Source: an optimization exercise on an open RTL-to-GDS flow (aim: small area and a short achievable clock period). Production flows keep margins and buffers that such runs may drop. At most, simulation tests tie the RTL to the original design; equivalence was not proved. Power is estimated from default activity; no workload was simulated.

== v6 ==
==> module fifo16_out, before the edit <==
module fifo16_out (
	input  logic       clk,
	input  logic       reset_L,
	input  logic       i_wr,
	input  logic [3:0] i_wr_data,
	input  logic       i_rd,
	input  logic [3:0] i_af,
	input  logic       i_af_wr,
	input  logic [3:0] i_af_wdata,
	output logic [3:0] o_head,
	output logic       o_empty,
	output logic       o_af,
	output logic       o_underrun
);
	logic [3:0] head;
	logic [3:0] body [16-1];
	logic [4:0] fill;
	logic [4:0] fill_next;
	logic [3:0] bidx;
	logic       empty;
	logic       af;
	logic       underrun;
	logic       b_empty;
	logic       rd_ok;
	logic       up;
	logic       dn;
	logic       af_up;
	logic       af_hold;
	logic       af_dn;
	assign b_empty = (fill[4:1] == 4'd0);
	assign rd_ok   = i_rd && !empty;
	assign up      = i_wr && !rd_ok;
	assign dn      = rd_ok && !i_wr;
	assign bidx    = 4'(fill - 5'd2);
	always_ff @(posedge clk) begin
		if (i_wr && !empty) begin
			body[0] <= i_wr_data;
			for (int k = 1; k < 16-1; k++)
				body[k] <= body[k-1];
		end
	end
	always_ff @(posedge clk) begin
		if (rd_ok && !b_empty)
			head <= body[bidx];
		else if (i_wr && (empty || rd_ok))
			head <= i_wr_data;
	end
	assign fill_next = up ? fill + 5'd1 : dn ? fill - 5'd1 : fill;
	assign af_up   = ({1'b0, fill} + 6'd1 >= {2'b0, i_af});
	assign af_hold = (fill >= {1'b0, i_af});
	assign af_dn   = (fill > {1'b0, i_af});
	always_ff @(posedge clk) begin
		if (!reset_L) begin
			fill     <= 5'd0;
			empty    <= 1'b1;
			af       <= 1'b0;
			underrun <= 1'b0;
		end else begin
			fill  <= fill_next;
			empty <= (fill_next == 5'd0);
			if (i_af_wr)
				af <= (fill_next >= {1'b0, i_af_wdata});
			else
				af <= up ? af_up : dn ? af_dn : af_hold;
			if (i_rd)
				underrun <= empty;
		end
	end
	assign o_head     = head;
	assign o_empty    = empty;
	assign o_af       = af;
	assign o_underrun = underrun;
endmodule
Settings: LEC_CHECK=0, CAP_MARGIN=20, CORE_MARGIN=2, CORE_UTILIZATION=45, CTS_BUF_LIST=sky130_fd_sc_hd__clkbuf_8, CTS_CLUSTER_DIAMETER=50, CTS_CLUSTER_SIZE=16, PLACE_DENSITY=0.6, SETUP_SLACK_MARGIN=2.2, SLEW_MARGIN=20; clock period 5.0 ns.
standard.sh (not shown) runs the stock make flow with config.mk's settings and CLKGATE_MAP_FILE= SYNTH_SCRIPT=/design/flow/synth_recipe.tcl, a recipe that flattens the netlist after the stock synthesis.
==> flow/flow/run.sh <==
#!/bin/bash
# Standard synthesis, then the combinational logic re-mapped by ABC with a
# delay target (registers untouched), then the standard layout steps.
set -euo pipefail
W=$(pwd)
R=$W/orfs/results/$FLOW_PLATFORM/flow_switch_top/base
LIB=$FLOW_HOME/platforms/sky130hd/lib/sky130_fd_sc_hd__tt_025C_1v80.lib
DELAY=${REMAP_DELAY_PS:-2000}
bash standard.sh synth > $W/synth.log 2>&1
cp $R/1_2_yosys.v $W/std_synth.v
sed -e "s|@LIB@|$LIB|g" -e "s|@IN@|$W/std_synth.v|g" -e "s|@OUT@|$W/remap.v|g" \
    -e "s|@DELAY@|$DELAY|g" -e "s|@CONSTR@|$W/flow/abc.constr|g" -e "s|@RDSCRIPT@|$W/flow/rdcone.abc|g" flow/remap.ys.in > $W/remap.ys
yosys -s $W/remap.ys > $W/remap.log 2>&1
cp $W/remap.v $R/1_2_yosys.v
rm -f $R/1_synth.odb $R/1_synth.sdc
bash standard.sh MATCH_CELL_FOOTPRINT=0 'BUFFER_PORTS_ARGS=-buffer_cell sky130_fd_sc_hd__buf_2' finish > $W/finish.log 2>&1
Other scripts of this flow, unchanged in this note and not shown: flow/flow/abc.constr, flow/flow/rdcone.abc, flow/flow/remap.ys.in
> inputs changed (v6 -> v7)
--- a/flow/design.v
+++ b/flow/design.v
@@ -360,15 +360,13 @@
 	logic       af;
 	logic       underrun;
 	logic       b_empty;
 	logic       rd_ok;
 	logic       up;
 	logic       dn;
-	logic       af_up;
-	logic       af_hold;
-	logic       af_dn;
+	logic [3:0] af_next;
 	assign b_empty = (fill[4:1] == 4'd0);
 	assign rd_ok   = i_rd && !empty;
 	assign up      = i_wr && !rd_ok;
 	assign dn      = rd_ok && !i_wr;
 	assign bidx    = 4'(fill - 5'd2);
 	always_ff @(posedge clk) begin
@@ -382,28 +380,23 @@
 		if (rd_ok && !b_empty)
 			head <= body[bidx];
 		else if (i_wr && (empty || rd_ok))
 			head <= i_wr_data;
 	end
 	assign fill_next = up ? fill + 5'd1 : dn ? fill - 5'd1 : fill;
-	assign af_up   = ({1'b0, fill} + 6'd1 >= {2'b0, i_af});
-	assign af_hold = (fill >= {1'b0, i_af});
-	assign af_dn   = (fill > {1'b0, i_af});
+	assign af_next = i_af_wr ? i_af_wdata : i_af;
 	always_ff @(posedge clk) begin
 		if (!reset_L) begin
 			fill     <= 5'd0;
 			empty    <= 1'b1;
 			af       <= 1'b0;
 			underrun <= 1'b0;
 		end else begin
 			fill  <= fill_next;
 			empty <= (fill_next == 5'd0);
-			if (i_af_wr)
-				af <= (fill_next >= {1'b0, i_af_wdata});
-			else
-				af <= up ? af_up : dn ? af_dn : af_hold;
+			af    <= (fill_next >= {1'b0, af_next});
 			if (i_rd)
 				underrun <= empty;
 		end
 	end
 	assign o_head     = head;
 	assign o_empty    = empty;
[summary]
[compare] base=v6 new=v7: area after detailed placement -0.60%; combinational cell fraction of total power +0.4 points. Measured against each other, v7 and v6 differ in count of filler cells inserted in the layout, the lower figure coming from v7. Reported for v7 and v6, number of sequential cells in the layout turned out identical to the last digit. The transition at the pin with the smallest max-transition slack of v7 falls short of that of v6 by 0.0081 ns. Comparing v7 and v6, the higher CTS buffer count was measured on v6. v7: number of well taps is 9 lower than what v6 reported. Taking v6 as the reference point, the sequential share of layout area of v7 rises by 0.84 points. Diff v7..v6 | hold slack | negligible. Relative to v6, arrival time at the worst endpoint decreased by 0.07 ns in v7. Number of inverters outside the clock class in the layout (higher): v7. Count of clock-buffer cells in the layout (higher): v6.
The RTL of v6 was laid out without a check of its function.

## what the ideal ports hide
No port has a modelled driver above. Below, the same layouts with a new extraction and two added sets of constraints.
Step 1 sets driving cells, clkbuf_16 on the clock port and buf_2 on the other inputs (assumed; they add their load-dependent delay and slew).
Step 2 moves the port delays by t, midway between the first and last clock arrival at a register: inputs arrive t later, outputs are due t later. That takes back most of the time a late clock gives input paths.
Three values: no drivers, after step 1, after step 2; two values: the first two.
run | t (ns) | slack for setup (ns) | worst setup path after step 2 | latest minus earliest clock arrival (ns) | slew at the worst register clock pin (ns)
v6 | 0.734 | 2.189 / 2.141 / 1.836 | input to register | 0.040 / 0.039 | 0.11 / 0.11
v7 | 0.736 | 2.260 / 2.187 / 1.654 | input to register | 0.037 / 0.037 | 0.11 / 0.11
After both steps every run listed still meets setup and hold. The setup slack of v7, which loses most, moves by -0.073 ns with the drivers and by -0.606 ns with both steps.
